This design comes from an exercise in tuning for small area on the open sky130 flow, not from production work. Only simulation tests tie the RTL to the original design; equivalence was not proved. No activity file was given, so power comes from the tool's default toggle rates.

==> flow/design.v (outline; a module is shown in full before it is edited, if it fits) <==
// module des_sbox1: 140 lines
// module des_sbox2: 126 lines
// module des_sbox3: 148 lines
// module des_sbox4: 130 lines
// module des_sbox5: 174 lines
// module des_sbox6: 162 lines
// module des_sbox7: 140 lines
// module des_sbox8: 148 lines
// module des_feistel_f: 137 lines
// module des_apb_top: 289 lines
module des_apb_top
#(
    parameter int ADDR_WIDTH = 8
)
(
    input  logic                  clk,
    input  logic                  rst_n,
    input  logic [ADDR_WIDTH-1:0] paddr,
    input  logic                  psel,
    input  logic                  penable,
    input  logic                  pwrite,
    input  logic [31:0]           pwdata,
    output logic [31:0]           prdata,
    output logic                  pready,
    output logic                  pslverr
);
  // ...
==> flow/flow/run.sh <==
#!/bin/bash
# Own layout flow: the standard flow (standard.sh) with these changes:
#  - the port buffers are the smallest buffer cell (buf_1);
#  - clock tree: sink clusters of 10 on clkbuf_4, no dummy loads.
# Each tool's output goes to a log file of its own in the work folder.
set -euo pipefail
WORK=$PWD
PORTS="-buffer_cell sky130_fd_sc_hd__buf_1"
CTS="-sink_clustering_enable -repair_clock_nets -dont_use_dummy_load -buf_list sky130_fd_sc_hd__clkbuf_4 -sink_clustering_size 10 -sink_clustering_max_diameter 50"
CANDS=""
for f in "$WORK"/flow/abc_*.script; do
    c=$(basename "$f" .script)
    c=${c#abc_}
    CANDS="$CANDS $c"
    rm -rf "$WORK/syn_$c"
    mkdir -p "$WORK/syn_$c"
    cp -r "$FLOW_HOME/scripts" "$WORK/syn_$c/scripts"
    cp "$f" "$WORK/syn_$c/scripts/abc_speed.script"
    sed "s#$WORK/orfs#$WORK/syn_$c/orfs#g" "$WORK/standard.sh" > "$WORK/syn_$c/standard.sh"
    ( SCRIPTS_DIR="$WORK/syn_$c/scripts" bash "$WORK/syn_$c/standard.sh" ADDER_MAP_FILE= synth \
        > "$WORK/own_synth_$c.log" 2>&1 || true ) &
done
wait
# placements two at a time (each uses the flow's cores)
n=0
for c in $CANDS; do
    ( SCRIPTS_DIR="$WORK/syn_$c/scripts" bash "$WORK/syn_$c/standard.sh" ADDER_MAP_FILE= \
        BUFFER_PORTS_ARGS="$PORTS" place > "$WORK/own_place_$c.log" 2>&1 || true ) &
    n=$((n + 1))
    if (( n % 2 == 0 )); then
        wait
    fi
done
wait
best=""
best_area=""
for c in $CANDS; do
    logs="$WORK/syn_$c/orfs/logs/$FLOW_PLATFORM/des_apb_top/base"
    [[ -f "$logs/3_5_place_dp.log" && -f "$WORK/syn_$c/orfs/results/$FLOW_PLATFORM/des_apb_top/base/3_place.odb" ]] || continue
    da=$(awk '/^Design area/ {print $3}' "$logs/3_5_place_dp.log" | tail -1)
    taps=$(sed -n 's/.*Inserted \([0-9]*\) tapcells.*/\1/p' "$logs/2_3_floorplan_tapcell.log" | tail -1)
    [[ -n "$da" && -n "$taps" ]] || continue
    a=$(awk -v d="$da" -v t="$taps" 'BEGIN{printf "%.1f", d - t * 1.2512}')
    sa=$(awk '/Chip area for module/ {print $NF}' "$WORK/syn_$c/orfs/reports/$FLOW_PLATFORM/des_apb_top/base/synth_stat.txt" | tail -1)
    echo "$c: synthesized $sa, placed $a (design area $da, $taps taps)" >> "$WORK/own_pick.log"
    if [[ -z "$best" ]] || awk -v a="$a" -v b="$best_area" 'BEGIN{exit !(a<b)}'; then
        best=$c
        best_area=$a
    fi
done
echo "picked $best ($best_area)" >> "$WORK/own_pick.log"
rm -rf "$WORK/orfs"
mv "$WORK/syn_$best/orfs" "$WORK/orfs"
export SCRIPTS_DIR="$WORK/syn_$best/scripts"
bash standard.sh ADDER_MAP_FILE= BUFFER_PORTS_ARGS="$PORTS" CTS_ARGS="$CTS" \
    finish > "$WORK/own_finish.log" 2>&1
==> flow/flow/abc_d0.script <==
strash
&get -n
&deepsyn -T 180 -S 0
&dch -f
&nf -a -R 1000
&put
==> flow/flow/abc_h.script <==
strash
&get -n
&dc2
&dch -f
&nf -a -R 1000
&put
==> flow/flow/abc_h1.script <==
strash
&get -n
&dc2
&dch
&nf -a -R 1000
&put
==> flow/flow/abc_h4.script <==
strash
&get -n
&dc2
&dch -f
&nf -a -R 1000
&put
strash
&get -n
&dch -f
&nf -a -R 1000
&put
==> flow/flow/abc_h7.script <==
strash
&get -n
&dc2
&dch -f
&nf -a -p -R 1000
&put
==> flow/standard.sh <==
#!/bin/bash
# synth_recipe.tcl (not shown) runs the flow's synth.tcl, then flattens the netlist and writes it again
# the make line also repeats each setting of config.mk as NAME=value (left out here)
make -C /OpenROAD-flow-scripts/flow DESIGN_CONFIG=/design/flow/config.mk WORK_HOME=/design/flow/orfs CLKGATE_MAP_FILE= SYNTH_SCRIPT=/design/flow/synth_recipe.tcl "${@:-finish}"
==> flow/config.mk <==
export PLATFORM = sky130hd
export DESIGN_NAME = des_apb_top
export DESIGN_NICKNAME = des_apb_top
export VERILOG_FILES = /design/flow/design.v
export SDC_FILE = /design/flow/constraint.sdc
export NUM_CORES = 4
export LEC_CHECK = 0
export CAP_MARGIN = 0
export CORE_MARGIN = 2
export CORE_UTILIZATION = 50
export SLEW_MARGIN = 0
==> flow/constraint.sdc <==
create_clock -name core_clock -period 6.0 [get_ports {clk}]
set_input_delay 1.2000 -clock core_clock [delete_from_list [all_inputs] [get_ports {clk}]]
set_output_delay 1.2000 -clock core_clock [all_outputs]
set_load 0.01 [all_outputs]
==> impl_metrics.csv, run 1 <==
group,metric,value,unit
status,status,"no timing/DRC/antenna violations",
global_route,gr-usage-met1,43.1,%
floorplan,core_area,25200,sq um
yosys,yosysMostFrequentCell,"a222oi_1",
cells_and_area,antenna_cells,1,
sta,period_minus_slack,4690,ps
floorplan,dieArea,26900,sq um
critical_path,max_stage_delay,940,ps
route,drt_iter0_drc,2102,
critical_path,worstSetupPathType,"in2out",
cells_and_area,non_clock_inverter_count,120,
yosys,syn_nets,1303,
cells_and_area,final_util,55.6,%
clocking,cts-buffers-inserted,35,
cells_and_area,multi_input_area_share,42.4,%
yosys,synthTopCellsByArea,"edfxtp_1 (30%), dfxtp_1 (19%), a222oi_1 (14%)",
critical_path,cpMostUsedCell,"buf_1",
cells_and_area,drive_gt1_share,4.75,%
power,power_frac_seq,39.5,%
power,power.total,0.00539,W
power,power_switching,0.00234,W
yosys,ys_warn_count,2,
power,p_per_area,385,nW/um^2
flow_run,maxCapViolCount,0,
cells_and_area,final_cells,1721,
clocking,cts_tree,"yes",
yosys,synth.largest_area_cell,"edfxtp_1",
sta,setup_violations,0,
cells_and_area,regArea,6480,sq um
critical_path,r2r_cells,12,
global_route,grt-ovfl-total,0,
clocking,htree_levels,2,
critical_path,startpoint,"paddr[5]",
yosys,netlist_area,12800,sq um
cells_and_area,multi_input_gates,879,
cells_and_area,final_common_cell,"a222oi_1",
==> module des_sbox2, before the edit <==
module des_sbox2 (input logic [5:0] x, output logic [3:0] y);
    wire x5 = x[5];
    wire x4 = x[4];
    wire x3 = x[3];
    wire x2 = x[2];
    wire x1 = x[1];
    wire x0 = x[0];
    wire y3;
    wire y2;
    wire y1;
    wire y0;
    assign y[3] = y3;
    assign y[2] = y2;
    assign y[1] = y1;
    assign y[0] = y0;
    wire new_n11;
    wire new_n12;
    wire new_n13;
    wire new_n14;
    wire new_n15;
    wire new_n16;
    wire new_n17;
    wire new_n18;
    wire new_n19;
    wire new_n20;
    wire new_n21;
    wire new_n22;
    wire new_n23;
    wire new_n24;
    wire new_n25;
    wire new_n26;
    wire new_n27;
    wire new_n28;
    wire new_n29;
    wire new_n30;
    wire new_n31;
    wire new_n32;
    wire new_n33;
    wire new_n34;
    wire new_n35;
    wire new_n36;
    wire new_n38;
    wire new_n39;
    wire new_n40;
    wire new_n41;
    wire new_n42;
    wire new_n43;
    wire new_n44;
    wire new_n46;
    wire new_n47;
    wire new_n48;
    wire new_n49;
    wire new_n50;
    wire new_n51;
    wire new_n52;
    wire new_n53;
    wire new_n54;
    wire new_n55;
    wire new_n57;
    wire new_n58;
    wire new_n59;
    wire new_n60;
    wire new_n61;
    wire new_n62;
    wire new_n63;
    wire new_n64;
    wire new_n65;
    wire new_n66;
    assign new_n11 = (~x4);
    assign new_n12 = (x5) | (~x3);
    assign new_n13 = (~x1) | (~x0);
    assign new_n14 = (~x3&~x0);
    assign new_n15 = (~x5) | (~x1);
    assign new_n16 = (x5&~x1) | (~x5&x1);
    assign new_n17 = (~x3&~x0&~new_n16);
    assign new_n18 = (x3&x0);
    assign new_n19 = (~x3) | (~x0);
    assign new_n20 = (~x1&~new_n14&~new_n18);
    assign new_n21 = (~x0&x1);
    assign new_n22 = (~x1&x0);
    assign new_n23 = (new_n21) | (new_n22);
    assign new_n24 = (~new_n12&~new_n23);
    assign new_n25 = (new_n17) | (new_n20) | (new_n24);
    assign new_n26 = (~new_n12&~new_n25&~x2) | (~new_n13&~new_n25&~x2);
    assign new_n27 = (~x5&~new_n14);
    assign new_n28 = (~x5&~new_n14) | (~new_n25);
    assign new_n29 = (~x2) | (~x0);
    assign new_n30 = (~new_n12&~new_n29) | (~new_n28);
    assign new_n31 = (~new_n26&~new_n30);
    assign new_n32 = (~x2) | (~new_n16);
    assign new_n33 = (~x3&~new_n32);
    assign new_n34 = (~x2&~new_n25) | (~x4);
    assign new_n35 = (~x2&~new_n34) | (~new_n25&~new_n34);
    assign new_n36 = (~new_n21&~new_n35) | (~new_n33&~new_n35);
    assign y3 = (~x4&~new_n31) | (~new_n36);
    assign new_n38 = (~x2&~x5) | (~x0&~x5);
    assign new_n39 = (~new_n20) | (~new_n38);
    assign new_n40 = (~x5) | (~x2) | (~new_n23);
    assign new_n41 = (~x3&~new_n25&~new_n27) | (~new_n39) | (~new_n40);
    assign new_n42 = (~x4&~x0) | (~new_n19);
    assign new_n43 = (~x4&~new_n41&~new_n42);
    assign new_n44 = (~x2&~new_n16) | (x2&new_n16);
    assign y2 = (new_n42&new_n44) | (x4&new_n41) | (new_n43);
    assign new_n46 = (~x2&~new_n21);
    assign new_n47 = (~x2&~new_n46&~x5) | (~new_n23&~new_n46&~x5);
    assign new_n48 = (~x3&~new_n47);
    assign new_n49 = (~x3&~new_n48&~new_n18) | (~new_n15&~new_n48&~new_n18) | (~new_n32&~new_n48&~new_n18);
    assign new_n50 = (~x3&~x2&~new_n27);
    assign new_n51 = (~x5&~x1&~new_n19) | (~new_n40);
    assign new_n52 = (~x0&~new_n51&~new_n49) | (~new_n50&~new_n51&~new_n49);
    assign new_n53 = (~x5) | (~x1) | (~new_n14);
    assign new_n54 = (~x5&~x2&~x1) | (~new_n53);
    assign new_n55 = (~x3&~new_n54&~new_n33&~x4) | (~new_n52&~new_n54&~new_n33&~x4);
    assign y1 = (~x4&~new_n55) | (~new_n52&~new_n55);
    assign new_n57 = (~x3&x1);
    assign new_n58 = (~x1&~x0&x2);
    assign new_n59 = (new_n13&new_n42) | (new_n57) | (new_n58);
    assign new_n60 = (~x5) | (~new_n59);
    assign new_n61 = (~x4&~new_n58) | (~x1&~new_n58) | (~x0&~new_n58);
    assign new_n62 = (~new_n11&~new_n24) | (~x2&~new_n24);
    assign new_n63 = (new_n14) | (~new_n38) | (~x4);
    assign new_n64 = (~x5&~new_n61) | (~new_n62) | (~new_n63) | (~new_n60);
    assign new_n65 = (~new_n29&~new_n57) | (~x2&~new_n22);
    assign new_n66 = (x4&new_n61) | (x4&new_n12) | (new_n38&new_n61) | (new_n65&new_n61) | (new_n38&new_n12) | (new_n65&new_n12);
    assign y0 = (~new_n64) | (~new_n66);
endmodule
==> module des_sbox3, before the edit <==
module des_sbox3 (input logic [5:0] x, output logic [3:0] y);
    wire x5 = x[5];
    wire x4 = x[4];
    wire x3 = x[3];
    wire x2 = x[2];
    wire x1 = x[1];
    wire x0 = x[0];
    wire y3;
    wire y2;
    wire y1;
    wire y0;
    assign y[3] = y3;
    assign y[2] = y2;
    assign y[1] = y1;
    assign y[0] = y0;
    wire new_n11;
    wire new_n12;
    wire new_n13;
    wire new_n14;
    wire new_n15;
    wire new_n16;
    wire new_n17;
    wire new_n18;
    wire new_n19;
    wire new_n20;
    wire new_n21;
    wire new_n22;
    wire new_n23;
    wire new_n24;
    wire new_n25;
    wire new_n26;
    wire new_n27;
    wire new_n28;
    wire new_n29;
    wire new_n30;
    wire new_n31;
    wire new_n32;
    wire new_n33;
    wire new_n34;
    wire new_n35;
    wire new_n36;
    wire new_n37;
    wire new_n38;
    wire new_n39;
    wire new_n41;
    wire new_n42;
    wire new_n43;
    wire new_n44;
    wire new_n45;
    wire new_n46;
    wire new_n47;
    wire new_n48;
    wire new_n49;
    wire new_n50;
    wire new_n51;
    wire new_n52;
    wire new_n53;
    wire new_n55;
    wire new_n56;
    wire new_n57;
    wire new_n58;
    wire new_n59;
    wire new_n60;
    wire new_n61;
    wire new_n62;
    wire new_n63;
    wire new_n64;
    wire new_n65;
    wire new_n66;
    wire new_n67;
    wire new_n68;
    wire new_n70;
    wire new_n71;
    wire new_n72;
    wire new_n73;
    wire new_n74;
    wire new_n75;
    wire new_n76;
    wire new_n77;
    assign new_n11 = (~x5&~x1);
    assign new_n12 = (~x5);
    assign new_n13 = (~x1);
    assign new_n14 = (~new_n12&~new_n13);
    assign new_n15 = (~new_n11&~new_n14);
    assign new_n16 = (~x4) | (~x3);
    assign new_n17 = (new_n16&~new_n15) | (~new_n16&new_n15);
    assign new_n18 = (~x5&~x4);
    assign new_n19 = (~new_n18&~new_n17);
    assign new_n20 = (~x3);
    assign new_n21 = (~new_n20&~new_n13);
    assign new_n22 = (~new_n21);
    assign new_n23 = (~x4&~new_n22);
    assign new_n24 = (~new_n23&~new_n19);
    assign new_n25 = (~new_n24) | (~x2);
    assign new_n26 = (~x0);
    assign new_n27 = (~new_n18);
    assign new_n28 = (~x3&~x1);
    assign new_n29 = (~new_n28);
    assign new_n30 = (~new_n24) | (~new_n26) | (~new_n27) | (~new_n29);
    assign new_n31 = (~new_n12) | (~x4);
    assign new_n32 = (~new_n31&~x2) | (~new_n28&~x2);
    assign new_n33 = (~new_n18&~new_n28) | (~new_n32);
    assign new_n34 = (~new_n26) | (~x2);
    assign new_n35 = (~new_n30) | (~new_n33) | (~new_n34);
    assign new_n36 = (~x2);
    assign new_n37 = (~new_n36&~new_n26);
    assign new_n38 = (~new_n31) | (~new_n36) | (~x0);
    assign new_n39 = (~new_n38&~new_n17);
    assign y3 = (~new_n17&~new_n35&~new_n39) | (~new_n17&~new_n25&~new_n39) | (~new_n37&~new_n35&~new_n39) | (~new_n37&~new_n25&~new_n39);
    assign new_n41 = (~new_n36&~new_n28) | (~x1&~new_n28);
    assign new_n42 = (~x4);
    assign new_n43 = (~new_n42) | (~x5);
    assign new_n44 = (~new_n31) | (~new_n43);
    assign new_n45 = (x0&~new_n44) | (~x0&new_n44);
    assign new_n46 = (~new_n37&~new_n45);
    assign new_n47 = (~new_n46) | (~new_n41);
    assign new_n48 = (new_n11) | (new_n41) | (new_n46);
    assign new_n49 = (~new_n36) | (~x0);
    assign new_n50 = (~new_n49&~new_n27) | (~new_n36&~new_n31);
    assign new_n51 = (~new_n50) | (~new_n20);
    assign new_n52 = (~new_n15);
    assign new_n53 = (~new_n52) | (~x3) | (~new_n37);
    assign y2 = (~new_n48) | (~new_n47) | (~new_n51) | (~new_n53);
    assign new_n55 = (~new_n28&~new_n21);
    assign new_n56 = (~new_n46) | (~x4);
    assign new_n57 = (~new_n11);
    assign new_n58 = (~new_n33) | (~new_n57);
    assign new_n59 = (~new_n58) | (~x3) | (~new_n49);
    assign new_n60 = (~new_n34&~new_n52) | (~new_n38);
    assign new_n61 = (~x2&~x0);
    assign new_n62 = (~new_n52) | (~new_n42) | (~new_n61);
    assign new_n63 = (~new_n23);
    assign new_n64 = (~new_n22) | (~x4);
    assign new_n65 = (~new_n63) | (~new_n64);
    assign new_n66 = (~new_n65) | (~new_n57) | (~new_n37);
    assign new_n67 = (~new_n66) | (~new_n62);
    assign new_n68 = (~new_n55&~new_n67) | (~new_n60&~new_n67);
    assign y1 = (~new_n55&~new_n56) | (~new_n59) | (~new_n68);
    assign new_n70 = (~new_n29&~new_n43) | (~new_n34&~new_n43);
    assign new_n71 = (~new_n65&~new_n70) | (~new_n61&~new_n70);
    assign new_n72 = (~new_n34&~new_n55);
    assign new_n73 = (~x2&~new_n21&~new_n45) | (~new_n11&~new_n21&~new_n45);
    assign new_n74 = (~new_n20&~x2) | (~x4&~x2);
    assign new_n75 = (~new_n20&~new_n74) | (~x1&~new_n74);
    assign new_n76 = (~new_n23&~new_n75) | (~new_n45);
    assign new_n77 = (~x2&~x0) | (~new_n76);
    assign y0 = (~new_n73&~new_n77) | (~new_n72&~new_n71);
endmodule
==> module des_sbox5, before the edit <==
module des_sbox5 (input logic [5:0] x, output logic [3:0] y);
    wire x5 = x[5];
    wire x4 = x[4];
    wire x3 = x[3];
    wire x2 = x[2];
    wire x1 = x[1];
    wire x0 = x[0];
    wire y3;
    wire y2;
    wire y1;
    wire y0;
    assign y[3] = y3;
    assign y[2] = y2;
    assign y[1] = y1;
    assign y[0] = y0;
    wire new_n11;
    wire new_n12;
    wire new_n13;
    wire new_n14;
    wire new_n15;
    wire new_n16;
    wire new_n17;
    wire new_n18;
    wire new_n19;
    wire new_n20;
    wire new_n21;
    wire new_n22;
    wire new_n23;
    wire new_n24;
    wire new_n25;
    wire new_n26;
    wire new_n27;
    wire new_n28;
    wire new_n29;
    wire new_n30;
    wire new_n31;
    wire new_n32;
    wire new_n33;
    wire new_n34;
    wire new_n35;
    wire new_n36;
    wire new_n37;
    wire new_n38;
    wire new_n39;
    wire new_n40;
    wire new_n41;
    wire new_n42;
    wire new_n43;
    wire new_n44;
    wire new_n45;
    wire new_n46;
    wire new_n47;
    wire new_n48;
    wire new_n49;
    wire new_n50;
    wire new_n51;
    wire new_n52;
    wire new_n53;
    wire new_n54;
    wire new_n55;
    wire new_n56;
    wire new_n58;
    wire new_n59;
    wire new_n60;
    wire new_n61;
    wire new_n62;
    wire new_n63;
    wire new_n64;
    wire new_n65;
    wire new_n66;
    wire new_n67;
    wire new_n68;
    wire new_n69;
    wire new_n70;
    wire new_n71;
    wire new_n72;
    wire new_n74;
    wire new_n75;
    wire new_n76;
    wire new_n77;
    wire new_n78;
    wire new_n79;
    wire new_n80;
    wire new_n81;
    wire new_n83;
    wire new_n84;
    wire new_n85;
    wire new_n86;
    wire new_n87;
    wire new_n88;
    wire new_n89;
    wire new_n90;
    assign new_n11 = (~x2);
    assign new_n12 = (~x1);
    assign new_n13 = (~x0&~new_n12);
    assign new_n14 = (~x5);
    assign new_n15 = (~x3&~new_n14);
    assign new_n16 = (~x3);
    assign new_n17 = (~x1&~new_n16);
    assign new_n18 = (~x3&~x1);
    assign new_n19 = (~x4&~new_n18);
    assign new_n20 = (~new_n15&~new_n17) | (~new_n19);
    assign new_n21 = (~new_n15&~new_n17);
    assign new_n22 = (~new_n21) | (~x4);
    assign new_n23 = (~x0);
    assign new_n24 = (~x4);
    assign new_n25 = (~x5&~new_n24);
    assign new_n26 = (~x4&~new_n14);
    assign new_n27 = (~new_n25&~new_n26) | (~new_n23);
    assign new_n28 = (~new_n22) | (~new_n20) | (~new_n27);
    assign new_n29 = (~new_n24) | (~new_n16);
    assign new_n30 = (~x3&~x0);
    assign new_n31 = (~new_n30);
    assign new_n32 = (~new_n31) | (~new_n14);
    assign new_n33 = (~x1&~new_n32);
    assign new_n34 = (~new_n29&~new_n28&~new_n11) | (~new_n29&~new_n13&~new_n11) | (~new_n33&~new_n28&~new_n11) | (~new_n33&~new_n13&~new_n11);
    assign new_n35 = (~x4&~x1) | (~new_n14);
    assign new_n36 = (~x4&~new_n35) | (~x1&~new_n35);
    assign new_n37 = (~new_n14&~new_n12);
    assign new_n38 = (~x5&~x1) | (~x3);
    assign new_n39 = (~new_n24&~new_n38&~new_n37);
    assign new_n40 = (~x2&~new_n23);
    assign new_n41 = (~new_n24&~new_n37);
    assign new_n42 = (~x3&~new_n41) | (~new_n40);
    assign new_n43 = (~x2&~x0&~new_n36) | (~new_n39&~new_n42);
    assign new_n44 = (~new_n26);
    assign new_n45 = (~new_n16&~new_n44);
    assign new_n46 = (~x4&~x0) | (x4&x0);
    assign new_n47 = (~new_n46);
    assign new_n48 = (~new_n47&~new_n45) | (~new_n15&~new_n45);
    assign new_n49 = (~x3&~new_n12);
    assign new_n50 = (~new_n49);
    assign new_n51 = (~x2&~x0);
    assign new_n52 = (~new_n17&~new_n49);
    assign new_n53 = (~new_n51&~new_n52);
    assign new_n54 = (~new_n11&~new_n23);
    assign new_n55 = (~new_n51&~new_n54) | (~new_n31);
    assign new_n56 = (new_n26&new_n53) | (new_n26&new_n48) | (new_n50&new_n53) | (new_n55&new_n53) | (new_n50&new_n48) | (new_n55&new_n48);
    assign y3 = (~new_n43&~new_n34) | (~new_n56);
    assign new_n58 = (~x3&~new_n32) | (~x0&~new_n32);
    assign new_n59 = (~new_n14&~new_n58) | (~new_n12&~new_n58);
    assign new_n60 = (~new_n17);
    assign new_n61 = (~new_n60&~new_n14) | (~new_n29&~new_n14);
    assign new_n62 = (~x0&~new_n19) | (~new_n61);
    assign new_n63 = (~x2&~new_n25);
    assign new_n64 = (~new_n25) | (~x2);
    assign new_n65 = (~new_n64) | (~new_n44) | (~x3) | (~x0);
    assign new_n66 = (~new_n63&~new_n65);
    assign new_n67 = (~x4&~new_n66) | (~new_n23&~new_n66) | (~new_n37&~new_n66);
    assign new_n68 = (~new_n33&~new_n59) | (~new_n11) | (~new_n62) | (~new_n67);
    assign new_n69 = (~new_n52) | (~new_n14);
    assign new_n70 = (~new_n14&~new_n60) | (~new_n69);
    assign new_n71 = (~new_n70&~new_n11) | (~new_n47&~new_n11);
    assign new_n72 = (~new_n47&~new_n70) | (~new_n71);
    assign y2 = (~new_n68) | (~new_n72);
    assign new_n74 = (~new_n45&~new_n58);
    assign new_n75 = (~x0&~new_n16);
    assign new_n76 = (~x1&~new_n74) | (~new_n22&~new_n75);
    assign new_n77 = (~new_n76) | (~x2);
    assign new_n78 = (~new_n16&~new_n41);
    assign new_n79 = (~new_n26&~x0) | (~x1&~x0);
    assign new_n80 = (~new_n40&~new_n44&~new_n50);
    assign new_n81 = (~new_n79&~new_n80) | (~new_n78&~new_n80);
    assign y1 = (~x2&~new_n13&~new_n28) | (~new_n81) | (~new_n77);
    assign new_n83 = (~new_n14&~new_n12&~new_n55);
    assign new_n84 = (~new_n21&~new_n61);
    assign new_n85 = (~new_n83&~new_n84) | (~x1&~new_n51);
    assign new_n86 = (~new_n51&~new_n54);
    assign new_n87 = (~x5&~new_n75) | (~new_n24) | (~new_n12) | (~new_n86);
    assign new_n88 = (~new_n18&~new_n13) | (~x4&~x2);
    assign new_n89 = (~new_n50&~new_n88) | (~new_n64&~new_n88);
    assign new_n90 = (~new_n36&~new_n89&~new_n66) | (~new_n40&~new_n89&~new_n66);
    assign y0 = (~new_n90) | (~new_n85) | (~new_n87);
endmodule
==> inputs of run 2 (changes only) <==
--- a/flow/design.v
+++ b/flow/design.v
@@ -297,14 +297,14 @@
     wire new_n33;
     wire new_n34;
     wire new_n35;
-    wire new_n36;
+    wire new_n37;
     wire new_n38;
     wire new_n39;
     wire new_n40;
     wire new_n41;
     wire new_n42;
     wire new_n43;
-    wire new_n44;
+    wire new_n45;
     wire new_n46;
     wire new_n47;
     wire new_n48;
@@ -314,7 +314,7 @@
     wire new_n52;
     wire new_n53;
     wire new_n54;
-    wire new_n55;
+    wire new_n56;
     wire new_n57;
     wire new_n58;
     wire new_n59;
@@ -325,63 +325,65 @@
     wire new_n64;
     wire new_n65;
     wire new_n66;
-    assign new_n11 = (~x4);
-    assign new_n12 = (x5) | (~x3);
-    assign new_n13 = (~x1) | (~x0);
-    assign new_n14 = (~x3&~x0);
-    assign new_n15 = (~x5) | (~x1);
-    assign new_n16 = (x5&~x1) | (~x5&x1);
-    assign new_n17 = (~x3&~x0&~new_n16);
-    assign new_n18 = (x3&x0);
-    assign new_n19 = (~x3) | (~x0);
-    assign new_n20 = (~x1&~new_n14&~new_n18);
-    assign new_n21 = (~x0&x1);
-    assign new_n22 = (~x1&x0);
-    assign new_n23 = (new_n21) | (new_n22);
-    assign new_n24 = (~new_n12&~new_n23);
-    assign new_n25 = (new_n17) | (new_n20) | (new_n24);
-    assign new_n26 = (~new_n12&~new_n25&~x2) | (~new_n13&~new_n25&~x2);
-    assign new_n27 = (~x5&~new_n14);
-    assign new_n28 = (~x5&~new_n14) | (~new_n25);
-    assign new_n29 = (~x2) | (~x0);
-    assign new_n30 = (~new_n12&~new_n29) | (~new_n28);
-    assign new_n31 = (~new_n26&~new_n30);
-    assign new_n32 = (~x2) | (~new_n16);
-    assign new_n33 = (~x3&~new_n32);
-    assign new_n34 = (~x2&~new_n25) | (~x4);
-    assign new_n35 = (~x2&~new_n34) | (~new_n25&~new_n34);
-    assign new_n36 = (~new_n21&~new_n35) | (~new_n33&~new_n35);
-    assign y3 = (~x4&~new_n31) | (~new_n36);
+    wire new_n67;
+    assign new_n11 = (x3&x0);
+    assign new_n12 = (~x3) | (~x0);
+    assign new_n13 = (~x3&~x0);
+    assign new_n14 = (~x1&~new_n11&~new_n13);
+    assign new_n15 = (x5) | (~x3);
+    assign new_n16 = (~x1&x0);
+    assign new_n17 = (~x0&x1);
+    assign new_n18 = (new_n16) | (new_n17);
+    assign new_n19 = (~new_n15&~new_n18);
+    assign new_n20 = (~x5) | (~x1);
+    assign new_n21 = (x5&~x1) | (~x5&x1);
+    assign new_n22 = (~x3&~x0&~new_n21);
+    assign new_n23 = (new_n14) | (new_n19) | (new_n22);
+    assign new_n24 = (~x1) | (~x0);
+    assign new_n25 = (~new_n15&~new_n23&~x2) | (~new_n24&~new_n23&~x2);
+    assign new_n26 = (~x5&~new_n13);
+    assign new_n27 = (~x5&~new_n13) | (~new_n23);
+    assign new_n28 = (~x2) | (~x0);
+    assign new_n29 = (~new_n15&~new_n28) | (~new_n27);
+    assign new_n30 = (~new_n25&~new_n29);
+    assign new_n31 = (~x2) | (~new_n21);
+    assign new_n32 = (~x3&~new_n31);
+    assign new_n33 = (~x2&~new_n23) | (~x4);
+    assign new_n34 = (~x2&~new_n33) | (~new_n23&~new_n33);
+    assign new_n35 = (~new_n17&~new_n34) | (~new_n32&~new_n34);
+    assign y3 = (~x4&~new_n30) | (~new_n35);
+    assign new_n37 = (x5&x2&new_n18);
     assign new_n38 = (~x2&~x5) | (~x0&~x5);
-    assign new_n39 = (~new_n20) | (~new_n38);
-    assign new_n40 = (~x5) | (~x2) | (~new_n23);
-    assign new_n41 = (~x3&~new_n25&~new_n27) | (~new_n39) | (~new_n40);
-    assign new_n42 = (~x4&~x0) | (~new_n19);
-    assign new_n43 = (~x4&~new_n41&~new_n42);
-    assign new_n44 = (~x2&~new_n16) | (x2&new_n16);
-    assign y2 = (new_n42&new_n44) | (x4&new_n41) | (new_n43);
-    assign new_n46 = (~x2&~new_n21);
-    assign new_n47 = (~x2&~new_n46&~x5) | (~new_n23&~new_n46&~x5);
-    assign new_n48 = (~x3&~new_n47);
-    assign new_n49 = (~x3&~new_n48&~new_n18) | (~new_n15&~new_n48&~new_n18) | (~new_n32&~new_n48&~new_n18);
-    assign new_n50 = (~x3&~x2&~new_n27);
-    assign new_n51 = (~x5&~x1&~new_n19) | (~new_n40);
-    assign new_n52 = (~x0&~new_n51&~new_n49) | (~new_n50&~new_n51&~new_n49);
-    assign new_n53 = (~x5) | (~x1) | (~new_n14);
-    assign new_n54 = (~x5&~x2&~x1) | (~new_n53);
-    assign new_n55 = (~x3&~new_n54&~new_n33&~x4) | (~new_n52&~new_n54&~new_n33&~x4);
-    assign y1 = (~x4&~new_n55) | (~new_n52&~new_n55);
+    assign new_n39 = (~new_n14&~new_n37) | (~new_n38&~new_n37);
+    assign new_n40 = (~x3&~new_n23&~new_n26) | (~new_n39);
+    assign new_n41 = (~x4&~x0) | (~new_n12);
+    assign new_n42 = (~x4&~new_n40&~new_n41);
+    assign new_n43 = (~x2&~new_n21) | (x2&new_n21);
+    assign y2 = (new_n41&new_n43) | (x4&new_n40) | (new_n42);
+    assign new_n45 = (~x2&~new_n17);
+    assign new_n46 = (~x2&~new_n45&~x5) | (~new_n18&~new_n45&~x5);
+    assign new_n47 = (~x3&~new_n46);
+    assign new_n48 = (~x3&~new_n47&~new_n11) | (~new_n20&~new_n47&~new_n11) | (~new_n31&~new_n47&~new_n11);
+    assign new_n49 = (~x3&~x2&~new_n26);
+    assign new_n50 = (~x5&~x1&~new_n12);
+    assign new_n51 = (~x0&~new_n50&~new_n37&~new_n48) | (~new_n49&~new_n50&~new_n37&~new_n48);
+    assign new_n52 = (~x5) | (~x1) | (~new_n13);
+    assign new_n53 = (~x5&~x2&~x1) | (~new_n52);
+    assign new_n54 = (~x3&~new_n53&~new_n32&~x4) | (~new_n51&~new_n53&~new_n32&~x4);
+    assign y1 = (~x4&~new_n54) | (~new_n51&~new_n54);
+    assign new_n56 = (~x1&~x0&x2);
     assign new_n57 = (~x3&x1);
-    assign new_n58 = (~x1&~x0&x2);
-    assign new_n59 = (new_n13&new_n42) | (new_n57) | (new_n58);
-    assign new_n60 = (~x5) | (~new_n59);
-    assign new_n61 = (~x4&~new_n58) | (~x1&~new_n58) | (~x0&~new_n58);
-    assign new_n62 = (~new_n11&~new_n24) | (~x2&~new_n24);
-    assign new_n63 = (new_n14) | (~new_n38) | (~x4);
-    assign new_n64 = (~x5&~new_n61) | (~new_n62) | (~new_n63) | (~new_n60);
-    assign new_n65 = (~new_n29&~new_n57) | (~x2&~new_n22);
-    assign new_n66 = (x4&new_n61) | (x4&new_n12) | (new_n38&new_n61) | (new_n65&new_n61) | (new_n38&new_n12) | (new_n65&new_n12);
-    assign y0 = (~new_n64) | (~new_n66);
+    assign new_n58 = (new_n24&new_n41) | (new_n56) | (new_n57);
+    assign new_n59 = (~x4&~x2);
+    assign new_n60 = (~new_n26) | (~new_n28);
+    assign new_n61 = (~x4&~new_n59) | (~new_n60&~new_n59);
+    assign new_n62 = (~x4&~new_n56) | (~x1&~new_n56) | (~x0&~new_n56);
+    assign new_n63 = (~x5&~new_n62);
+    assign new_n64 = (new_n19) | (new_n61) | (new_n63);
+    assign new_n65 = (~x5&~new_n64) | (~new_n58&~new_n64);
+    assign new_n66 = (~new_n28&~new_n57) | (~x2&~new_n16);
+    assign new_n67 = (~new_n62&~x4&~new_n38) | (~new_n66&~x4&~new_n38);
+    assign y0 = (x3&new_n63) | (new_n65) | (new_n67);
 endmodule
 module des_sbox3 (input logic [5:0] x, output logic [3:0] y);
     wire x5 = x[5];
@@ -427,8 +429,8 @@
     wire new_n37;
     wire new_n38;
     wire new_n39;
+    wire new_n40;
     wire new_n41;
-    wire new_n42;
     wire new_n43;
     wire new_n44;
     wire new_n45;
@@ -439,7 +441,7 @@
     wire new_n50;
     wire new_n51;
     wire new_n52;
-    wire new_n53;
+    wire new_n54;
     wire new_n55;
     wire new_n56;
     wire new_n57;
@@ -450,86 +452,82 @@
     wire new_n62;
     wire new_n63;
     wire new_n64;
-    wire new_n65;
     wire new_n66;
     wire new_n67;
     wire new_n68;
+    wire new_n69;
     wire new_n70;
     wire new_n71;
     wire new_n72;
     wire new_n73;
     wire new_n74;
     wire new_n75;
-    wire new_n76;
-    wire new_n77;
-    assign new_n11 = (~x5&~x1);
-    assign new_n12 = (~x5);
-    assign new_n13 = (~x1);
-    assign new_n14 = (~new_n12&~new_n13);
-    assign new_n15 = (~new_n11&~new_n14);
-    assign new_n16 = (~x4) | (~x3);
-    assign new_n17 = (new_n16&~new_n15) | (~new_n16&new_n15);
-    assign new_n18 = (~x5&~x4);
-    assign new_n19 = (~new_n18&~new_n17);
+    assign new_n11 = (~x2);
+    assign new_n12 = (~x0);
+    assign new_n13 = (~new_n11&~new_n12);
+    assign new_n14 = (~x5);
+    assign new_n15 = (~x1);
+    assign new_n16 = (~new_n14&~new_n15);
+    assign new_n17 = (~x5&~x1);
+    assign new_n18 = (~new_n17&~new_n16);
+    assign new_n19 = (~x4);
     assign new_n20 = (~x3);
-    assign new_n21 = (~new_n20&~new_n13);
-    assign new_n22 = (~new_n21);
-    assign new_n23 = (~x4&~new_n22);
-    assign new_n24 = (~new_n23&~new_n19);
-    assign new_n25 = (~new_n24) | (~x2);
-    assign new_n26 = (~x0);
-    assign new_n27 = (~new_n18);
-    assign new_n28 = (~x3&~x1);
-    assign new_n29 = (~new_n28);
-    assign new_n30 = (~new_n24) | (~new_n26) | (~new_n27) | (~new_n29);
-    assign new_n31 = (~new_n12) | (~x4);
-    assign new_n32 = (~new_n31&~x2) | (~new_n28&~x2);
-    assign new_n33 = (~new_n18&~new_n28) | (~new_n32);
-    assign new_n34 = (~new_n26) | (~x2);
-    assign new_n35 = (~new_n30) | (~new_n33) | (~new_n34);
-    assign new_n36 = (~x2);
-    assign new_n37 = (~new_n36&~new_n26);
-    assign new_n38 = (~new_n31) | (~new_n36) | (~x0);
-    assign new_n39 = (~new_n38&~new_n17);
-    assign y3 = (~new_n17&~new_n35&~new_n39) | (~new_n17&~new_n25&~new_n39) | (~new_n37&~new_n35&~new_n39) | (~new_n37&~new_n25&~new_n39);
-    assign new_n41 = (~new_n36&~new_n28) | (~x1&~new_n28);
-    assign new_n42 = (~x4);
-    assign new_n43 = (~new_n42) | (~x5);
-    assign new_n44 = (~new_n31) | (~new_n43);
-    assign new_n45 = (x0&~new_n44) | (~x0&new_n44);
-    assign new_n46 = (~new_n37&~new_n45);
-    assign new_n47 = (~new_n46) | (~new_n41);
-    assign new_n48 = (new_n11) | (new_n41) | (new_n46);
-    assign new_n49 = (~new_n36) | (~x0);
-    assign new_n50 = (~new_n49&~new_n27) | (~new_n36&~new_n31);
-    assign new_n51 = (~new_n50) | (~new_n20);
-    assign new_n52 = (~new_n15);
-    assign new_n53 = (~new_n52) | (~x3) | (~new_n37);
-    assign y2 = (~new_n48) | (~new_n47) | (~new_n51) | (~new_n53);
-    assign new_n55 = (~new_n28&~new_n21);
-    assign new_n56 = (~new_n46) | (~x4);
-    assign new_n57 = (~new_n11);
-    assign new_n58 = (~new_n33) | (~new_n57);
-    assign new_n59 = (~new_n58) | (~x3) | (~new_n49);
-    assign new_n60 = (~new_n34&~new_n52) | (~new_n38);
-    assign new_n61 = (~x2&~x0);
-    assign new_n62 = (~new_n52) | (~new_n42) | (~new_n61);
-    assign new_n63 = (~new_n23);
-    assign new_n64 = (~new_n22) | (~x4);
-    assign new_n65 = (~new_n63) | (~new_n64);
-    assign new_n66 = (~new_n65) | (~new_n57) | (~new_n37);
-    assign new_n67 = (~new_n66) | (~new_n62);
-    assign new_n68 = (~new_n55&~new_n67) | (~new_n60&~new_n67);
-    assign y1 = (~new_n55&~new_n56) | (~new_n59) | (~new_n68);
-    assign new_n70 = (~new_n29&~new_n43) | (~new_n34&~new_n43);
-    assign new_n71 = (~new_n65&~new_n70) | (~new_n61&~new_n70);
-    assign new_n72 = (~new_n34&~new_n55);
-    assign new_n73 = (~x2&~new_n21&~new_n45) | (~new_n11&~new_n21&~new_n45);
-    assign new_n74 = (~new_n20&~x2) | (~x4&~x2);
-    assign new_n75 = (~new_n20&~new_n74) | (~x1&~new_n74);
-    assign new_n76 = (~new_n23&~new_n75) | (~new_n45);
-    assign new_n77 = (~x2&~x0) | (~new_n76);
-    assign y0 = (~new_n73&~new_n77) | (~new_n72&~new_n71);
+    assign new_n21 = (~new_n19&~new_n20);
+    assign new_n22 = (~new_n21&~new_n18) | (new_n21&new_n18);
+    assign new_n23 = (~new_n22);
+    assign new_n24 = (~new_n20&~new_n15);
+    assign new_n25 = (~new_n24);
+    assign new_n26 = (~x4&~new_n25);
+    assign new_n27 = (~new_n14) | (~new_n19);
+    assign new_n28 = (~new_n23&~new_n26) | (~new_n27&~new_n26);
+    assign new_n29 = (~new_n28) | (~x2);
+    assign new_n30 = (~x3&~x1);
+    assign new_n31 = (~new_n30);
+    assign new_n32 = (~new_n28) | (~new_n12) | (~new_n27) | (~new_n31);
+    assign new_n33 = (~x5&~new_n19);
+    assign new_n34 = (~x2&~new_n12);
+    assign new_n35 = (~new_n34);
+    assign new_n36 = (~new_n33&~new_n35);
+    assign new_n37 = (~new_n36);
+    assign new_n38 = (~new_n31&~x2) | (~new_n27&~x2);
+    assign new_n39 = (~new_n31&~new_n33) | (~new_n38);
+    assign new_n40 = (~new_n12) | (~x2);
+    assign new_n41 = (~new_n22&~new_n37) | (~new_n39) | (~new_n40) | (~new_n32);
+    assign y3 = (~new_n13&~new_n41) | (~new_n13&~new_n29) | (~new_n22&~new_n41) | (~new_n22&~new_n29);
+    assign new_n43 = (~new_n11&~new_n30) | (~x1&~new_n30);
+    assign new_n44 = (~x4&~new_n14);
+    assign new_n45 = (~new_n33&~new_n44);
+    assign new_n46 = (new_n12&~new_n45) | (~new_n12&new_n45);
+    assign new_n47 = (~new_n13&~new_n46);
+    assign new_n48 = (~new_n33) | (~x2);
+    assign new_n49 = (~new_n27&~new_n35) | (~new_n48);
+    assign new_n50 = (~new_n49) | (~new_n20);
+    assign new_n51 = (~new_n18);
+    assign new_n52 = (~x3&~new_n47) | (~x3&~new_n43) | (~new_n13&~new_n47) | (~new_n51&~new_n47) | (~new_n13&~new_n43) | (~new_n51&~new_n43);
+    assign y2 = (~new_n17&~new_n43&~new_n47) | (~new_n50) | (~new_n52);
+    assign new_n54 = (~new_n30&~new_n24);
+    assign new_n55 = (~x5&~x1) | (~new_n39);
+    assign new_n56 = (~x2&~x0);
+    assign new_n57 = (~new_n56);
+    assign new_n58 = (~new_n40&~new_n51) | (~new_n37);
+    assign new_n59 = (~new_n19&~new_n24);
+    assign new_n60 = (~new_n59&~new_n26);
+    assign new_n61 = (~new_n11&~new_n12&~new_n17&~new_n60);
+    assign new_n62 = (~new_n54&~new_n61) | (~new_n58&~new_n61);
+    assign new_n63 = (~x4&~new_n18&~new_n57) | (~new_n62);
+    assign new_n64 = (~x3&~new_n63) | (~new_n35&~new_n63) | (~new_n55&~new_n63);
+    assign y1 = (~new_n19&~new_n13&~new_n46&~new_n54) | (~new_n64);
+    assign new_n66 = (~new_n40&~new_n54);
+    assign new_n67 = (~new_n31) | (~new_n40);
+    assign new_n68 = (~new_n57&~new_n60);
+    assign new_n69 = (~new_n44&~new_n68) | (~new_n67&~new_n68);
+    assign new_n70 = (~x2&~new_n24) | (~new_n17&~new_n24);
+    assign new_n71 = (~x3&~new_n19) | (~new_n11);
+    assign new_n72 = (~x3&~new_n15) | (~new_n71);
+    assign new_n73 = (~x4&~new_n25) | (~new_n72) | (~new_n46);
+    assign new_n74 = (~new_n46&~new_n70) | (~new_n73);
+    assign new_n75 = (~new_n74) | (~new_n57);
+    assign y0 = (~new_n66&~new_n69) | (~new_n75);
 endmodule
 module des_sbox4 (input logic [5:0] x, output logic [3:0] y);
     wire x5 = x[5];
@@ -713,7 +711,6 @@
     wire new_n45;
     wire new_n46;
     wire new_n47;
-    wire new_n48;
     wire new_n49;
     wire new_n50;
     wire new_n51;
@@ -722,6 +719,7 @@
     wire new_n54;
     wire new_n55;
     wire new_n56;
+    wire new_n57;
     wire new_n58;
     wire new_n59;
     wire new_n60;
@@ -729,7 +727,6 @@
     wire new_n62;
     wire new_n63;
     wire new_n64;
-    wire new_n65;
     wire new_n66;
     wire new_n67;
     wire new_n68;
@@ -737,103 +734,88 @@
     wire new_n70;
     wire new_n71;
     wire new_n72;
+    wire new_n73;
     wire new_n74;
     wire new_n75;
-    wire new_n76;
     wire new_n77;
     wire new_n78;
     wire new_n79;
     wire new_n80;
     wire new_n81;
-    wire new_n83;
-    wire new_n84;
-    wire new_n85;
-    wire new_n86;
-    wire new_n87;
-    wire new_n88;
-    wire new_n89;
-    wire new_n90;
-    assign new_n11 = (~x2);
-    assign new_n12 = (~x1);
-    assign new_n13 = (~x0&~new_n12);
-    assign new_n14 = (~x5);
-    assign new_n15 = (~x3&~new_n14);
-    assign new_n16 = (~x3);
-    assign new_n17 = (~x1&~new_n16);
-    assign new_n18 = (~x3&~x1);
-    assign new_n19 = (~x4&~new_n18);
-    assign new_n20 = (~new_n15&~new_n17) | (~new_n19);
-    assign new_n21 = (~new_n15&~new_n17);
-    assign new_n22 = (~new_n21) | (~x4);
-    assign new_n23 = (~x0);
-    assign new_n24 = (~x4);
-    assign new_n25 = (~x5&~new_n24);
-    assign new_n26 = (~x4&~new_n14);
-    assign new_n27 = (~new_n25&~new_n26) | (~new_n23);
-    assign new_n28 = (~new_n22) | (~new_n20) | (~new_n27);
-    assign new_n29 = (~new_n24) | (~new_n16);
-    assign new_n30 = (~x3&~x0);
-    assign new_n31 = (~new_n30);
-    assign new_n32 = (~new_n31) | (~new_n14);
-    assign new_n33 = (~x1&~new_n32);
-    assign new_n34 = (~new_n29&~new_n28&~new_n11) | (~new_n29&~new_n13&~new_n11) | (~new_n33&~new_n28&~new_n11) | (~new_n33&~new_n13&~new_n11);
-    assign new_n35 = (~x4&~x1) | (~new_n14);
-    assign new_n36 = (~x4&~new_n35) | (~x1&~new_n35);
-    assign new_n37 = (~new_n14&~new_n12);
-    assign new_n38 = (~x5&~x1) | (~x3);
-    assign new_n39 = (~new_n24&~new_n38&~new_n37);
-    assign new_n40 = (~x2&~new_n23);
-    assign new_n41 = (~new_n24&~new_n37);
-    assign new_n42 = (~x3&~new_n41) | (~new_n40);
-    assign new_n43 = (~x2&~x0&~new_n36) | (~new_n39&~new_n42);
-    assign new_n44 = (~new_n26);
-    assign new_n45 = (~new_n16&~new_n44);
-    assign new_n46 = (~x4&~x0) | (x4&x0);
-    assign new_n47 = (~new_n46);
-    assign new_n48 = (~new_n47&~new_n45) | (~new_n15&~new_n45);
-    assign new_n49 = (~x3&~new_n12);
-    assign new_n50 = (~new_n49);
-    assign new_n51 = (~x2&~x0);
-    assign new_n52 = (~new_n17&~new_n49);
-    assign new_n53 = (~new_n51&~new_n52);
-    assign new_n54 = (~new_n11&~new_n23);
-    assign new_n55 = (~new_n51&~new_n54) | (~new_n31);
-    assign new_n56 = (new_n26&new_n53) | (new_n26&new_n48) | (new_n50&new_n53) | (new_n55&new_n53) | (new_n50&new_n48) | (new_n55&new_n48);
-    assign y3 = (~new_n43&~new_n34) | (~new_n56);
-    assign new_n58 = (~x3&~new_n32) | (~x0&~new_n32);
-    assign new_n59 = (~new_n14&~new_n58) | (~new_n12&~new_n58);
-    assign new_n60 = (~new_n17);
-    assign new_n61 = (~new_n60&~new_n14) | (~new_n29&~new_n14);
-    assign new_n62 = (~x0&~new_n19) | (~new_n61);
-    assign new_n63 = (~x2&~new_n25);
-    assign new_n64 = (~new_n25) | (~x2);
-    assign new_n65 = (~new_n64) | (~new_n44) | (~x3) | (~x0);
-    assign new_n66 = (~new_n63&~new_n65);
-    assign new_n67 = (~x4&~new_n66) | (~new_n23&~new_n66) | (~new_n37&~new_n66);
-    assign new_n68 = (~new_n33&~new_n59) | (~new_n11) | (~new_n62) | (~new_n67);
-    assign new_n69 = (~new_n52) | (~new_n14);
-    assign new_n70 = (~new_n14&~new_n60) | (~new_n69);
-    assign new_n71 = (~new_n70&~new_n11) | (~new_n47&~new_n11);
-    assign new_n72 = (~new_n47&~new_n70) | (~new_n71);
-    assign y2 = (~new_n68) | (~new_n72);
-    assign new_n74 = (~new_n45&~new_n58);
-    assign new_n75 = (~x0&~new_n16);
-    assign new_n76 = (~x1&~new_n74) | (~new_n22&~new_n75);
-    assign new_n77 = (~new_n76) | (~x2);
-    assign new_n78 = (~new_n16&~new_n41);
-    assign new_n79 = (~new_n26&~x0) | (~x1&~x0);
-    assign new_n80 = (~new_n40&~new_n44&~new_n50);
-    assign new_n81 = (~new_n79&~new_n80) | (~new_n78&~new_n80);
-    assign y1 = (~x2&~new_n13&~new_n28) | (~new_n81) | (~new_n77);
-    assign new_n83 = (~new_n14&~new_n12&~new_n55);
-    assign new_n84 = (~new_n21&~new_n61);
-    assign new_n85 = (~new_n83&~new_n84) | (~x1&~new_n51);
-    assign new_n86 = (~new_n51&~new_n54);
-    assign new_n87 = (~x5&~new_n75) | (~new_n24) | (~new_n12) | (~new_n86);
-    assign new_n88 = (~new_n18&~new_n13) | (~x4&~x2);
-    assign new_n89 = (~new_n50&~new_n88) | (~new_n64&~new_n88);
-    assign new_n90 = (~new_n36&~new_n89&~new_n66) | (~new_n40&~new_n89&~new_n66);
-    assign y0 = (~new_n90) | (~new_n85) | (~new_n87);
+    wire new_n82;
+    assign new_n11 = (~x3);
+    assign new_n12 = (~x2&~x0);
+    assign new_n13 = (~x0&x1);
+    assign new_n14 = (~x5&x4);
+    assign new_n15 = (x4) | (~x5);
+    assign new_n16 = (~new_n14&new_n15);
+    assign new_n17 = (~x5) | (~new_n11);
+    assign new_n18 = (~new_n11&~x1);
+    assign new_n19 = (~x5&~new_n18) | (~new_n11&~new_n18);
+    assign new_n20 = (~x4) | (~new_n19);
+    assign new_n21 = (~x3&~x1);
+    assign new_n22 = (~x4&~new_n21);
+    assign new_n23 = (x4&x0) | (x4&new_n16) | (new_n19&x0) | (new_n21&x0) | (new_n19&new_n16) | (new_n21&new_n16);
+    assign new_n24 = (~new_n20) | (~new_n23);
+    assign new_n25 = (~x5) | (~x1);
+    assign new_n26 = (~x4) | (~new_n25);
+    assign new_n27 = (~x5&~x1);
+    assign new_n28 = (~x3&~x0) | (x5);
+    assign new_n29 = (~x3&~x0) | (~new_n27);
+    assign new_n30 = (~x4&~x3);
+    assign new_n31 = (~new_n29&~new_n30);
+    assign new_n32 = (~x3&x1);
+    assign new_n33 = (~new_n18&~new_n32);
+    assign new_n34 = (new_n18) | (new_n32);
+    assign new_n35 = (~x4&~x0) | (x4&x0);
+    assign new_n36 = (~new_n15&~new_n35) | (~new_n15&~new_n11) | (~new_n17&~new_n35) | (~new_n17&~new_n11);
+    assign new_n37 = (~new_n12&~new_n33) | (~new_n36);
+    assign new_n38 = (~x2&~x0) | (x2&x0);
+    assign new_n39 = (~x3&~x0) | (~new_n38);
+    assign new_n40 = (~x2) | (~x0) | (~new_n15) | (~new_n32);
+    assign new_n41 = (~x4&~x1) | (x4&x1);
+    assign new_n42 = (~x5&~new_n41);
+    assign new_n43 = (~new_n11&~new_n26&~new_n27) | (~x0);
+    assign new_n44 = (~new_n11&~new_n43) | (~new_n26&~new_n43);
+    assign new_n45 = (~new_n13&~new_n31) | (~new_n13&~x2) | (~new_n24&~new_n31) | (~new_n24&~x2);
+    assign new_n46 = (~x2&~new_n44) | (~new_n45);
+    assign new_n47 = (~x2&~x0&~new_n42) | (~new_n46);
+    assign y3 = (~new_n37) | (~new_n40) | (~new_n47);
+    assign new_n49 = (x2&new_n14);
+    assign new_n50 = (~x3) | (~x0) | (~new_n15);
+    assign new_n51 = (~new_n49&~new_n50);
+    assign new_n52 = (~x2&~new_n14) | (~new_n51);
+    assign new_n53 = (~x0&~new_n25&x4);
+    assign new_n54 = (~x2&~new_n53);
+    assign new_n55 = (~x3&~new_n28) | (~x0&~new_n28);
+    assign new_n56 = (new_n27&new_n29) | (new_n55&new_n29);
+    assign new_n57 = (~x5) | (~new_n18);
+    assign new_n58 = (~x5) | (~new_n30);
+    assign new_n59 = (~new_n57) | (~new_n58);
+    assign new_n60 = (~x0&~new_n22) | (~new_n59);
+    assign new_n61 = (~new_n52) | (~new_n54) | (~new_n60);
+    assign new_n62 = (~x5&~new_n34) | (~new_n57);
+    assign new_n63 = (~new_n35&~new_n62) | (new_n35&new_n62);
+    assign new_n64 = (~x2) | (~new_n63);
+    assign y2 = (~new_n56&~new_n61) | (~new_n64);
+    assign new_n66 = (~new_n11&~x0);
+    assign new_n67 = (~new_n26) | (~new_n66);
+    assign new_n68 = (~x4&~new_n25);
+    assign new_n69 = (~new_n20&~new_n66);
+    assign new_n70 = (~x3&~new_n29) | (~x0&~new_n29);
+    assign new_n71 = (~new_n69&~new_n70) | (~x2);
+    assign new_n72 = (~x2&~new_n13);
+    assign new_n73 = (~new_n60&~new_n72);
+    assign new_n74 = (~x2&~new_n13&~new_n24) | (~new_n67&~new_n68);
+    assign new_n75 = (~new_n24&~new_n74) | (~new_n73&~new_n74);
+    assign y1 = (~new_n71) | (~new_n75);
+    assign new_n77 = (~new_n15&~x1) | (~new_n67&~x1);
+    assign new_n78 = (~x0&~new_n77) | (~new_n42&~new_n77);
+    assign new_n79 = (~new_n59&~new_n19) | (~new_n25&~new_n39);
+    assign new_n80 = (~x1&~new_n12) | (~new_n79);
+    assign new_n81 = (x4&new_n13) | (x2&new_n13) | (x4&new_n21) | (x2&new_n21);
+    assign new_n82 = (~new_n32&~new_n49) | (~new_n81);
+    assign y0 = (~new_n38&~new_n78) | (~new_n80) | (~new_n82) | (~new_n52);
 endmodule
 module des_sbox6 (input logic [5:0] x, output logic [3:0] y);
     wire x5 = x[5];
==> flow/flow/abc_h5.script (new file) <==
strash
dc2
&get -n
&dch -f
&nf -a -R 1000
&put
==> flow/flow/abc_h6.script (new file) <==
strash
&get -n
&b
&dc2
&dch -f
&nf -a -R 1000
&put
removed: flow/flow/abc_h4.script
==> impl_metrics.csv, run 2 <==
group,metric,value,unit
status,status,"no timing/DRC/antenna violations",
floorplan,start_util,50.8,%
sta,slew_headroom,22.6,%
route,dr.pass1.iters,10,
yosys,synth_edf_count,128,
clocking,cts_root_buffer,"clkbuf_4",
route,ant_nets,0,
yosys,netlist-cell-type-count,46,
yosys,syn_avg_cell_area,10.1,sq um
yosys,netlist.area_leader.share,30.0,%
yosys,seq_area_frac_synth,50.6,%
sta,fmax,0.225,GHz
floorplan,pin_count,79,
yosys,ys_warn_count,2,
place,dp_hpwl,29500,um
min_path,holdCritPathClass,"in2async",
sta,rsz0062_at_grt,"false",
floorplan,num_rows,58,
global_route,grt_antenna_before_repair,2,
sta,layout_setup_ws,1550,ps
global_route,grt-ovfl-total,0,
yosys,netlist_area,12800,sq um
floorplan,die_x,164,um
clocking,post_cts_buffers,0,
clocking,cts_resized,0,
critical_path,end_kind,"output port",
yosys,synth.top_cells.by_count,"a222oi_1 (181), edfxtp_1 (128), nor2_1 (128), dfxtp_1 (124), nand2_1 (122)",
cells_and_area,final_common_cell,"a222oi_1",
global_route,grt_max_degree,68,
flow_run,maxCapViolCount,0,
power,p_leak,4.89,nW
critical_path,cp_data_arrival_time,3250,ps
route,vias,11800,
sta,setup_tns,0,ps
floorplan,core_area,25200,sq um
route,vias_per_cell,6.81,
yosys,synth.largest_area_cell,"edfxtp_1",
yosys,synth_flop_cell,"edfxtp_1",
floorplan,dieArea,26900,sq um
power,peakVddDrop,0.290,mV
route,drc,0,
clocking,cts_buffer_depth,3,
global_route,grt_pass1_vias,10700,
cells_and_area,final_cell_mix,"a222oi_1 (181), edfxtp_1 (128), dfxtp_1 (124)",
yosys,synth_seq_cells,258,
clocking,cts_tree,"yes",
cells_and_area,drive_gt1_share,5.00,%
clocking,clkLatencyLatePin,640,ps
route,drt-total-wl,42900,um
global_route,grt.total_usage,31.5,%
route,drt_iter0_drc,2533,
critical_path,cp-start-kind,"input port",
critical_path,reg2reg_setup_slack,1890,ps
critical_path,r2r_cells,13,
clocking,path_clk_slew,110,ps
place,place_ws,1630,ps
clocking,cts-buffers-inserted,35,
critical_path,required,4800,ps
power,p_per_area,387,nW/um^2
critical_path,r2r-end,"r_q[1]",
sta,setup_violations,0,
critical_path,worstSetupPathType,"in2out",
global_route,grt_pass1_wl,64500,um
place,placed_cell_area,13700,sq um
floorplan,die_h,164,um
sta,worst_slew_pin_slew,1160,ps
yosys,yosysMostFrequentCell,"a222oi_1",
clocking,htree_levels,2,
clocking,cts_hold_buf,0,
yosys,synthTopCellsByArea,"edfxtp_1 (30%), dfxtp_1 (19%), a222oi_1 (14%)",
cells_and_area,final_nets,1446,
clocking,clock_sinks,258,
sta,period_share,74.2,%
cells_and_area,fillCellCount,2313,
yosys,synth_cells,1266,
cells_and_area,final_area,14000,sq um
critical_path,r2r_start,"r_q[31]",
yosys,syn_nets,1311,
sta,fin_worst_skew,69.9,ps
sta,drv_slew,0,
sta,period_minus_slack,4450,ps
place,gp_congestion,0.978,
yosys,synth_async_sr_flop_share,2.33,%
place,port_buffers,77,
sta,hold_violations,0,
route,wl_per_cell,24.8,um
cells_and_area,area_delta_synth_final,9.28,%
critical_path,crit_fanout,32,
sta,whs,414,ps
run 2: layout make-up:
cell class	count	area (sq um)	share of cell area, %
sequential	258	6480	46.3
multi-input combinational	887	5920	42.3
timing repair buffer	99	454	3.25
inverter	120	450	3.22
tap	330	413	2.95
clock buffer	35	263	1.88
antenna	2	5.00	0.0358
run 2: layer usage:
metal / GRT usage (%) / up-vias / share of wire, %
met4: 9.29 / 0 / 2.4
met5: 0 / - / 0
met2: 48.0 / 759 / 44
li1: - / 5279 / -
met1: 45.0 / 5676 / 43
met3: 6.82 / 67 / 11
run 2: kinds of logic after synthesis:
kind of cell / count (synthesis) / synth area share [%]
AO/OA/AOI/OAI: 385 / 24.0
AND/OR/NAND/NOR: 366 / 12.5
flip-flops: 258 / 50.6
XOR/XNOR: 135 / 9.24
buffers and inverters: 121 / 3.58
other: 1 / 0.0293
run 2: stage by stage:
| stage | power, W | utilization (%) | cells |
|---|---|---|---|
| global route | 0.00572 | 55.5 | 1730 |
| detailed placement | 0.00454 | 54.5 | 1694 |
| CTS | 0.00536 | 55.5 | 1729 |
| floorplan | 0.00382 | - | 1266 |
| finish | 0.00541 | 55.5 | 1731 |
| global placement | 0.00457 | 54.5 | 1694 |
run 2: how the worst max path moves through the flow:
stage | startpoint | to | slack (ps) | cells past startpoint
after floorplan | paddr[5] | prdata[10] | 1490 | 5
after global placement | paddr[5] | prdata[31] | 1710 | 8
after detailed placement | paddr[5] | prdata[26] | 1630 | 8
after CTS | paddr[5] | prdata[26] | 1620 | 8
after global routing | paddr[5] | prdata[29] | 1460 | 8
final | paddr[5] | prdata[26] | 1550 | 8
run 2: worst max-delay path, stage by stage:
cell and delay, ps:
buf_1 90, nor4_1 730, nand2_1 150, nor2_2 100, buf_4 450, a222oi_1 200, nand2_1 160, buf_1 160
run 2: power by group:
group | total [W] | internal [W] | switching (W)
combinational | 0.00244 | 0.000843 | 0.00160
clock | 0.000823 | 0.000269 | 0.000554
sequential | 0.00214 | 0.00194 | 0.000203
total | 0.00541 | 0.00305 | 0.00236

-- re-timing with driven ports --
How much do the figures lean on ideal ports? The routed layouts below were timed once more, with nothing changed but the port constraints.
Step 1, drivers: a clkbuf_16 drives clk and a buf_2 each remaining input, both assumed.
Step 2, shift: input delay + t, output delay - t, t = (earliest + latest rising clock arrival at the registers) / 2. This alone moves slack from input paths to output paths.
Slacks: ideal ports / drivers / drivers and shift; pairs: ideal ports / drivers.
run	shift t [ns]	slack for setup (ns)	hold WS [ns]	worst slew at a driven data input, ns
run 1	0.661	1.308 / 1.288 / 1.288	0.398 / 0.375 / 0.446	0.06
run 2	0.644	1.550 / 1.529 / 1.529	0.414 / 0.396 / 0.431	0.09
After both steps setup and hold are still met in every run listed. For run 2, which loses most, drivers alone change the setup slack by -0.021 ns; drivers and shift together by -0.021 ns.
